What follows belongs to an exercise in optimizing a design on an open flow for a short achievable clock period and few clock cycles per item; a production flow would make more cautious choices.
Where RTL was checked, it was by simulation tests only, not by an equivalence proof against the original.
No activity file was given, so power comes from the tool's default toggle rates.

==> branch lagoon <==
Design dns_relay_query_id_table_unit, start of the top module:
module dns_relay_query_id_table_unit #(
    parameter int TABLE_DEPTH = 8
) (
    input  logic        aclk,
    input  logic        aresetn,
    input  logic        s_tvalid,
    output logic        s_tready,
    input  logic [95:0] s_tdata,
    input  logic [1:0]  s_tuser,
    output logic        m_tvalid,
    input  logic        m_tready,
    output logic [71:0] m_tdata,
    output logic [2:0]  m_tuser,
    input  logic        cfg_wr_en,
    input  logic        cfg_index,
    input  logic [15:0] cfg_wdata
);
    localparam int N      = TABLE_DEPTH;
    localparam int IDX_W  = $clog2(N);
    localparam int LIM_W  = dnsr_pkg::LIMIT_W;
    localparam int RM_W   = dnsr_pkg::REM_W;
    localparam int CAP    = 5;
    localparam int OBUF_N = CAP;
    localparam int OB_W   = $clog2(OBUF_N);
    localparam int RES_W  = 3 + RM_W + 16 + 32 + 16;
    function automatic logic [IDX_W:0] therm_count(input logic [N-1:0] t);
        logic [IDX_W:0] c;
        c = '0;
        for (int n = 0; n < N; n++) begin
            if (t[n] && ((n == N - 1) || !t[n+1])) begin
                c = c | (IDX_W+1)'(n + 1);
            end
        end
        therm_count = c;
    endfunction
    function automatic logic [31:0] add32(input logic [31:0] a, input logic [31:0] b);
        logic [31:0] g, p, gg, pp, gn, pn;
        g  = a & b;
        p  = a ^ b;
        gg = g;
        pp = p;
        for (int l = 1; l < 32; l = l * 2) begin
            gn = gg;
            pn = pp;
  ...
clock: 7.5 ns
lec_check: 0
abc_clock_period_in_ps: 2500
cap_margin: 20
core_margin: 2
core_utilization: 65
cts_cluster_diameter: 50
cts_cluster_size: 30
place_density_lb_addon: 0.1
setup_slack_margin: 5
slew_margin: 20
run.sh (not shown) runs the stock make flow with config.mk's settings and CLKGATE_MAP_FILE= SYNTH_SCRIPT=/design/flow/synth_recipe.tcl, a recipe that flattens the netlist after the stock synthesis.
==> inputs of branch indigo, as changes to branch lagoon <==
--- a/flow/design.v
+++ b/flow/design.v
@@ -55,13 +55,13 @@
     input  logic [15:0] cfg_wdata
 );
     localparam int N      = TABLE_DEPTH;
     localparam int IDX_W  = $clog2(N);
     localparam int LIM_W  = dnsr_pkg::LIMIT_W;
     localparam int RM_W   = dnsr_pkg::REM_W;
-    localparam int CAP    = 5;
+    localparam int CAP    = 6;
     localparam int OBUF_N = CAP;
     localparam int OB_W   = $clog2(OBUF_N);
     localparam int RES_W  = 3 + RM_W + 16 + 32 + 16;
     function automatic logic [IDX_W:0] therm_count(input logic [N-1:0] t);
         logic [IDX_W:0] c;
         c = '0;
@@ -139,36 +139,55 @@
     logic           rdy_reg;
     logic [CAP-1:0] owed_t;        
     logic           in_res;
     logic           out_take;
     assign s_tready = rdy_reg;
     assign in_res   = s_tvalid && rdy_reg && (s_tuser != 2'd3);
+    logic        a_vld;
+    logic [1:0]  a_cmd;
+    logic [15:0] a_qid;
+    logic [31:0] a_addr;
+    logic [15:0] a_port;
+    logic [31:0] a_now;
+    logic [31:0] a_cs, a_cc;      
+    logic [31:0] in_now;
+    assign in_now = s_tdata[95:64];
+    always_ff @(posedge aclk) begin
+        if (!aresetn) begin
+            a_vld <= 1'b0;
+        end else begin
+            a_vld <= in_res;
+        end
+        a_cmd  <= s_tuser;
+        a_qid  <= s_tdata[15:0];
+        a_addr <= s_tdata[47:16];
+        a_port <= s_tdata[63:48];
+        a_now  <= in_now;
+        a_cs   <= in_now ^ nage_s ^ nage_c;
+        a_cc   <= {((in_now[30:0] & nage_s[30:0]) | (in_now[30:0] & nage_c[30:0]) |
+                    (nage_s[30:0] & nage_c[30:0])), 1'b0};
+    end
     logic        b_vld;
     logic [1:0]  b_cmd;
     logic [15:0] b_qid;
     logic [31:0] b_addr;
     logic [15:0] b_port;
     logic [31:0] b_now;
     logic [31:0] b_cutoff;
-    logic [31:0] in_now, in_cs, in_cc;
-    assign in_now = s_tdata[95:64];
-    assign in_cs  = in_now ^ nage_s ^ nage_c;
-    assign in_cc  = {((in_now[30:0] & nage_s[30:0]) | (in_now[30:0] & nage_c[30:0]) |
-                      (nage_s[30:0] & nage_c[30:0])), 1'b0};
     always_ff @(posedge aclk) begin
         if (!aresetn) begin
             b_vld <= 1'b0;
         end else begin
-            b_vld <= in_res;
+            b_vld <= a_vld;
         end
-        b_cmd    <= s_tuser;
-        b_qid    <= s_tdata[15:0];
-        b_addr   <= s_tdata[47:16];
-        b_port   <= s_tdata[63:48];
-        b_now    <= in_now;
-        b_cutoff <= add32(in_cs, in_cc);
+        b_cmd    <= a_cmd;
+        b_qid    <= a_qid;
+        b_addr   <= a_addr;
+        b_port   <= a_port;
+        b_now    <= a_now;
+        b_cutoff <= add32(a_cs, a_cc);
     end
     localparam int NP = N + 1;
     logic [15:0] t_cid   [NP];
     logic [31:0] t_addr  [NP];
     logic [15:0] t_port  [NP];
     logic [31:0] t_stamp [NP];
==> flow/config.mk (replaced) <==
export PLATFORM = sky130hd
export DESIGN_NAME = dns_relay_query_id_table_unit
export DESIGN_NICKNAME = dns_relay_query_id_table_unit
export VERILOG_FILES = /design/flow/design.v
export SDC_FILE = /design/flow/constraint.sdc
export NUM_CORES = 4
export LEC_CHECK = 0
export ABC_CLOCK_PERIOD_IN_PS = 2000
export CAP_MARGIN = 20
export CORE_MARGIN = 2
export CORE_UTILIZATION = 45
export SETUP_SLACK_MARGIN = 4.8
export SLEW_MARGIN = 20
==> inputs of branch raven, as changes to branch lagoon <==
--- a/flow/design.v
+++ b/flow/design.v
@@ -69,45 +69,42 @@
             if (t[n] && ((n == N - 1) || !t[n+1])) begin
                 c = c | (IDX_W+1)'(n + 1);
             end
         end
         therm_count = c;
     endfunction
-    function automatic logic [31:0] add32(input logic [31:0] a, input logic [31:0] b);
-        logic [31:0] g, p, gg, pp, gn, pn;
-        g  = a & b;
-        p  = a ^ b;
-        gg = g;
-        pp = p;
-        for (int l = 1; l < 32; l = l * 2) begin
-            gn = gg;
-            pn = pp;
-            for (int i = l; i < 32; i++) begin
-                gn[i] = gg[i] | (pp[i] & gg[i-l]);
-                pn[i] = pp[i] & pp[i-l];
-            end
-            gg = gn;
-            pp = pn;
-        end
-        add32 = p ^ {gg[30:0], 1'b0};
-    endfunction
-    function automatic logic less32(input logic [31:0] a, input logic [31:0] b);
-        logic [31:0] lt, eq, ltn, eqn;
-        lt = ~a & b;
-        eq = ~(a ^ b);
+    function automatic logic carry32gp(input logic [31:0] g_in, input logic [31:0] p_in);
+        logic [31:0] g, p, gn, pn;
+        g = g_in;
+        p = p_in;
         for (int w = 32; w > 1; w = w / 2) begin
-            ltn = '0;
-            eqn = '0;
+            gn = '0;
+            pn = '0;
             for (int i = 0; i < w / 2; i++) begin
-                ltn[i] = lt[2*i+1] | (eq[2*i+1] & lt[2*i]);
-                eqn[i] = eq[2*i+1] & eq[2*i];
+                gn[i] = g[2*i+1] | (p[2*i+1] & g[2*i]);
+                pn[i] = p[2*i+1] & p[2*i];
             end
-            lt = ltn;
-            eq = eqn;
+            g = gn;
+            p = pn;
         end
-        less32 = lt[0];
+        carry32gp = g[0];
+    endfunction
+    function automatic logic carry32(input logic [31:0] a, input logic [31:0] b);
+        carry32 = carry32gp(a & b, a | b);
+    endfunction
+    function automatic logic stamp_lt(input logic [31:0] stamp, input logic [31:0] cx,
+                                      input logic [31:0] ca, input logic [31:0] co,
+                                      input logic k);
+        logic [31:0] ns, s2, c2;
+        logic        c2_top, c32;
+        ns     = ~stamp;
+        s2     = cx ^ ns;
+        c2     = {(ca[30:0] | (co[30:0] & ns[30:0])), 1'b0};
+        c2_top = ca[31] | (co[31] & ns[31]);
+        c32    = carry32(s2, c2);
+        stamp_lt = k ? (c2_top & c32) : (c2_top | c32);
     endfunction
     localparam logic [31:0] NEG_AGE_RESET = 32'(0) - 32'(dnsr_pkg::AGE_RESET) *
                                             32'(dnsr_pkg::AGE_SCALE_MS);
     logic [31:0]  nage_s, nage_c;
     logic [N-1:0] keep_t;           
     logic [31:0]  w_na, w_a4, w_a3;
@@ -133,42 +130,47 @@
                         keep_t[n] <= (LIM_W+1)'(n) < {1'b0, cfg_wdata[LIM_W-1:0]};
                     end
                 end
             endcase
         end
     end
-    logic           rdy_reg;
+    logic           rdy_reg;       
+    logic           busy_reg;      
     logic [CAP-1:0] owed_t;        
     logic           in_res;
     logic           out_take;
     assign s_tready = rdy_reg;
-    assign in_res   = s_tvalid && rdy_reg && (s_tuser != 2'd3);
+    assign in_res   = s_tvalid && !busy_reg && (s_tuser != 2'd3);
     logic        b_vld;
     logic [1:0]  b_cmd;
     logic [15:0] b_qid;
     logic [31:0] b_addr;
     logic [15:0] b_port;
     logic [31:0] b_now;
-    logic [31:0] b_cutoff;
+    logic [31:0] b_cx, b_ca, b_co;    
+    logic        b_k;                 
     logic [31:0] in_now, in_cs, in_cc;
     assign in_now = s_tdata[95:64];
     assign in_cs  = in_now ^ nage_s ^ nage_c;
     assign in_cc  = {((in_now[30:0] & nage_s[30:0]) | (in_now[30:0] & nage_c[30:0]) |
                       (nage_s[30:0] & nage_c[30:0])), 1'b0};
+    assign b_k    = carry32gp(b_ca, b_co);
     always_ff @(posedge aclk) begin
         if (!aresetn) begin
             b_vld <= 1'b0;
         end else begin
             b_vld <= in_res;
         end
-        b_cmd    <= s_tuser;
-        b_qid    <= s_tdata[15:0];
-        b_addr   <= s_tdata[47:16];
-        b_port   <= s_tdata[63:48];
-        b_now    <= in_now;
-        b_cutoff <= add32(in_cs, in_cc);
+        b_cmd  <= s_tuser;
+        b_qid  <= s_tdata[15:0];
+        b_addr <= s_tdata[47:16];
+        b_port <= s_tdata[63:48];
+        b_now  <= in_now;
+        b_cx   <= in_cs ^ in_cc;
+        b_ca   <= in_cs & in_cc;
+        b_co   <= in_cs | in_cc;
     end
     localparam int NP = N + 1;
     logic [15:0] t_cid   [NP];
     logic [31:0] t_addr  [NP];
     logic [15:0] t_port  [NP];
     logic [31:0] t_stamp [NP];
@@ -189,13 +191,13 @@
     logic [NP-1:0] b_cid_m, b_lt;
     logic          b_hi0, b_hi1;
     logic [N-1:0]  b_lid_m;
     always_comb begin
         for (int e = 0; e < NP; e++) begin
             b_cid_m[e] = t_cid[e] == b_qid;
-            b_lt[e]    = less32(t_stamp[e], b_cutoff);
+            b_lt[e]    = stamp_lt(t_stamp[e], b_cx, b_ca, b_co, b_k);
         end
         b_hi0 = b_qid[15:IDX_W] == nid_m1_reg[15:IDX_W];
         b_hi1 = b_qid[15:IDX_W] == hm1_reg;
         for (int n = 0; n < N; n++) begin
             b_lid_m[n] = (b_qid[IDX_W-1:0] == IDX_W'(nid_m1_reg[IDX_W-1:0] - IDX_W'(n))) &&
                          ((IDX_W+1)'(n) <= {1'b0, nid_m1_reg[IDX_W-1:0]} ? b_hi0 : b_hi1);
@@ -223,13 +225,13 @@
         c_now   <= b_now;
         c_cid_m <= b_cid_m;
         c_lt    <= b_lt;
         c_lid_m <= b_lid_m;
         c_cid_f <= c_qid == b_qid;
         c_lid_f <= nid_reg == b_qid;
-        c_lt_f  <= less32(c_now, b_cutoff);
+        c_lt_f  <= stamp_lt(c_now, b_cx, b_ca, b_co, b_k);
     end
     logic          sel_lo, sel_hi, sel_flo, sel_fhi;
     logic [N-1:0]  cid_e, lt_e, lid_e;
     assign sel_lo  = last_add ? (last_shift && !p_head) : p_head;
     assign sel_hi  = !p_head && !(last_add && last_shift);
     assign sel_flo = last_add && last_shift && p_head;
@@ -401,55 +403,64 @@
             r_id = {r_lo[IDX_W] ? d_id_hi_m1 : d_id_hi, r_lo[IDX_W-1:0]};
         end
         r_rm = RM_W'(therm_count(d_rm_a)) - RM_W'(therm_count(d_rm_b));
     end
     assign d_res = {d_status, r_rm, r_port, r_addr, r_id};
     logic [RES_W-1:0] ob_mem [OBUF_N];
-    logic [OB_W-1:0]  ob_rd, ob_wr, ob_shown;
+    logic [OB_W-1:0]  ob_rd, ob_shown;
+    logic [OBUF_N-1:0] ob_wr_oh;    
+    logic [OBUF_N-1:0] ob_we;       
+    logic [OBUF_N-1:0] ob_wr_oh_next;
     logic             ob_any;
     logic [OBUF_N-1:0] ob_t;        
-    logic             out_vld;
+    logic             out_vld;      
+    logic             out_none;     
     logic [RES_W-1:0] out_res, out_new;
     logic             out_load, out_next;
     function automatic logic [OB_W-1:0] ob_inc(input logic [OB_W-1:0] p);
         ob_inc = (p == OB_W'(OBUF_N - 1)) ? '0 : p + 1'b1;
     endfunction
     assign ob_any   = ob_t[0];
-    assign out_take = out_vld && m_tready;
-    assign out_load = !out_vld || m_tready;
+    assign ob_wr_oh_next = d_vld ? {ob_wr_oh[OBUF_N-2:0], ob_wr_oh[OBUF_N-1]} : ob_wr_oh;
+    assign out_take = !out_none && m_tready;
+    assign out_load = out_none || m_tready;
     assign out_next = out_load && (ob_any || d_vld);
     assign out_new  = ob_any ? ob_mem[ob_rd] : d_res;
     always_ff @(posedge aclk) begin
         if (!aresetn) begin
-            out_vld <= 1'b0;
+            out_vld  <= 1'b0;
+            out_none <= 1'b1;
             ob_rd   <= '0;
-            ob_wr   <= '0;
+            ob_wr_oh <= OBUF_N'(1);
+            ob_we    <= '0;
             ob_shown <= '0;
             ob_t    <= '0;
         end else begin
             if (out_load) begin
-                out_vld <= ob_any || d_vld;
+                out_vld  <= ob_any || d_vld;
+                out_none <= !(ob_any || d_vld);
             end
             if (out_next) begin
                 ob_rd    <= ob_inc(ob_rd);
                 ob_shown <= ob_rd;
             end
-            if (d_vld) begin
-                ob_wr <= ob_inc(ob_wr);
-            end
+            ob_wr_oh <= ob_wr_oh_next;
+            ob_we    <= c_vld ? ob_wr_oh_next : '0;
             if (d_vld && !out_next) begin
                 ob_t <= {ob_t[OBUF_N-2:0], 1'b1};
             end else if (out_next && !d_vld && ob_any) begin
                 ob_t <= {1'b0, ob_t[OBUF_N-1:1]};
             end
         end
     end
     always_ff @(posedge aclk) begin
         out_res <= out_load ? out_new : ob_mem[ob_shown];
-        if (d_vld) begin
-            ob_mem[ob_wr] <= d_res;
+        for (int i = 0; i < OBUF_N; i++) begin
+            if (ob_we[i]) begin
+                ob_mem[i] <= d_res;
+            end
         end
     end
     logic [CAP-1:0] owed_next;
     always_comb begin
         if (in_res && !out_take) begin
             owed_next = {owed_t[CAP-2:0], 1'b1};
@@ -459,16 +470,18 @@
             owed_next = owed_t;
         end
     end
     always_ff @(posedge aclk) begin
         if (!aresetn) begin
             owed_t  <= '0;
-            rdy_reg <= 1'b1;
+            rdy_reg  <= 1'b1;
+            busy_reg <= 1'b0;
         end else begin
             owed_t  <= owed_next;
-            rdy_reg <= !owed_next[CAP-1];
+            rdy_reg  <= !owed_next[CAP-1];
+            busy_reg <= owed_next[CAP-1];
         end
     end
     assign m_tvalid = out_vld;
     assign m_tuser  = out_res[RES_W-1 -: 3];
     assign m_tdata  = {4'b0, out_res[RES_W-4:0]};
 endmodule
==> flow/flow/run.sh (new file) <==
#!/bin/bash
# Standard layout, with one hook after global placement that moves the
# registers driving output ports next to their port buffers.
set -euo pipefail
export POST_GLOBAL_PLACE_TCL="$PWD/flow/move_out_flops.tcl"
bash standard.sh finish "POST_GLOBAL_PLACE_TCL=$POST_GLOBAL_PLACE_TCL" > make_finish.log 2>&1
==> flow/flow/move_out_flops.tcl (new file) <==
# After global placement: move each register that drives only an output
# port's buffer next to that buffer, so the register's output wire is short.
# Detailed placement legalizes the moved registers afterwards.
set block [ord::get_db_block]
set moved 0
foreach bt [$block getBTerms] {
  if {[$bt getIoType] != "OUTPUT"} { continue }
  set net [$bt getNet]
  if {$net == "NULL"} { continue }
  set buf ""
  foreach it [$net getITerms] {
    if {[$it isOutputSignal]} { set buf [$it getInst] }
  }
  if {$buf == ""} { continue }
  set innet ""
  foreach it [$buf getITerms] {
    if {[$it isInputSignal]} { set innet [$it getNet] }
  }
  if {$innet == "" || $innet == "NULL"} { continue }
  set drv ""
  set nload 0
  foreach it [$innet getITerms] {
    if {[$it isOutputSignal]} { set drv [$it getInst] } else { incr nload }
  }
  if {$drv == "" || $nload != 1} { continue }
  if {![[$drv getMaster] isSequential]} { continue }
  set loc [$buf getLocation]
  $drv setLocation [lindex $loc 0] [lindex $loc 1]
  incr moved
}
puts "move_out_flops: moved $moved registers next to their output buffers"
==> flow/standard.sh (new file) <==
#!/bin/bash
# synth_recipe.tcl (not shown) runs the flow's synth.tcl, then flattens the netlist and writes it again
# the make line also repeats each setting of config.mk as NAME=value (left out here)
make -C /OpenROAD-flow-scripts/flow DESIGN_CONFIG=/design/flow/config.mk WORK_HOME=/design/flow/orfs CLKGATE_MAP_FILE= SYNTH_SCRIPT=/design/flow/synth_recipe.tcl "${@:-finish}"
--- a/flow/config.mk
+++ b/flow/config.mk
@@ -6,11 +6,10 @@
 export NUM_CORES = 4
 export LEC_CHECK = 0
 export ABC_CLOCK_PERIOD_IN_PS = 2500
 export CAP_MARGIN = 20
 export CORE_MARGIN = 2
 export CORE_UTILIZATION = 65
-export CTS_CLUSTER_DIAMETER = 50
-export CTS_CLUSTER_SIZE = 30
-export PLACE_DENSITY_LB_ADDON = 0.1
+export CTS_CLUSTER_DIAMETER = 60
+export CTS_CLUSTER_SIZE = 25
 export SETUP_SLACK_MARGIN = 5
 export SLEW_MARGIN = 20
removed: flow/run.sh
==> summary.txt <==
Number of cells on the critical path: branch raven 11; branch indigo 1; branch lagoon 13
Worst-case setup slack after placement: branch raven 3210 ps; branch indigo 2870 ps; branch lagoon 2540 ps
Critical path buffers and inverters: branch raven 1; branch indigo 1; branch lagoon 3
Share of total power consumed by net switching: branch raven 26.3%; branch indigo 23.9%; branch lagoon 25.6%
Adder-cell share of the synthesized area: branch raven 3.81%; branch indigo 6.63%; branch lagoon 7.23%
Run status: branch raven timing/DRC/antenna clean; branch indigo timing/DRC/antenna clean; branch lagoon timing/DRC/antenna clean
FFs & Latches: branch raven 1826; branch indigo 1992; branch lagoon 1762
Worst reg2reg path endpoint: branch raven c_lt[0]; branch indigo c_cid_f; branch lagoon b_cutoff[23]
Non-clk bufs: branch raven 418; branch indigo 293; branch lagoon 387
Worst-case clock skew: branch raven 33.4 ps; branch indigo 56.2 ps; branch lagoon 37.6 ps
Area Growth Syn to Fin: branch raven 15.2%; branch indigo 15.6%; branch lagoon 16.0%
Drt first-iter violations: branch raven 8257; branch indigo 4066; branch lagoon 5871
Well-Tap Cells: branch raven 1612; branch indigo 2355; branch lagoon 1500
Testbench counts of branch indigo, summed over its fixed seeds: cycles 2,440, items 2,400.
Testbench counts of branch raven, summed over its fixed seeds: cycles 2,432, items 2,400.
Function not checked in branch lagoon: the RTL went through the layout flow alone.

separate check: timing with driven ports:
In the flow no input, the clock included, has a driving cell. The finished layouts below were timed again as built, in two steps. Step 1 assumes that a clkbuf_16 drives the clock port and a buf_2 every other input. Step 2 moves the port delays by t, midway between the first and last clock arrival at a register: inputs arrive t later, outputs are due t later. That takes back most of the time a late clock gives input paths. Slacks: no drivers / after step 1 / after step 2; pairs: no drivers / after step 1.
run | t, ns | setup slack, ns | worst register clock-pin slew, ns | pins driven straight from the clock port
branch lagoon | 0.843 | 4.065 / 4.107 / 3.264 | 0.10 / 0.10 | 1
branch indigo | 0.899 | 4.633 / 4.553 / 4.101 | 0.07 / 0.07 | 1
branch raven | 0.840 | 4.507 / 4.507 / 4.233 | 0.09 / 0.09 | 1
After both steps setup and hold are still met in every run listed. The setup slack of branch lagoon, which loses most, moves by +0.042 ns with the drivers and by -0.801 ns with both steps.
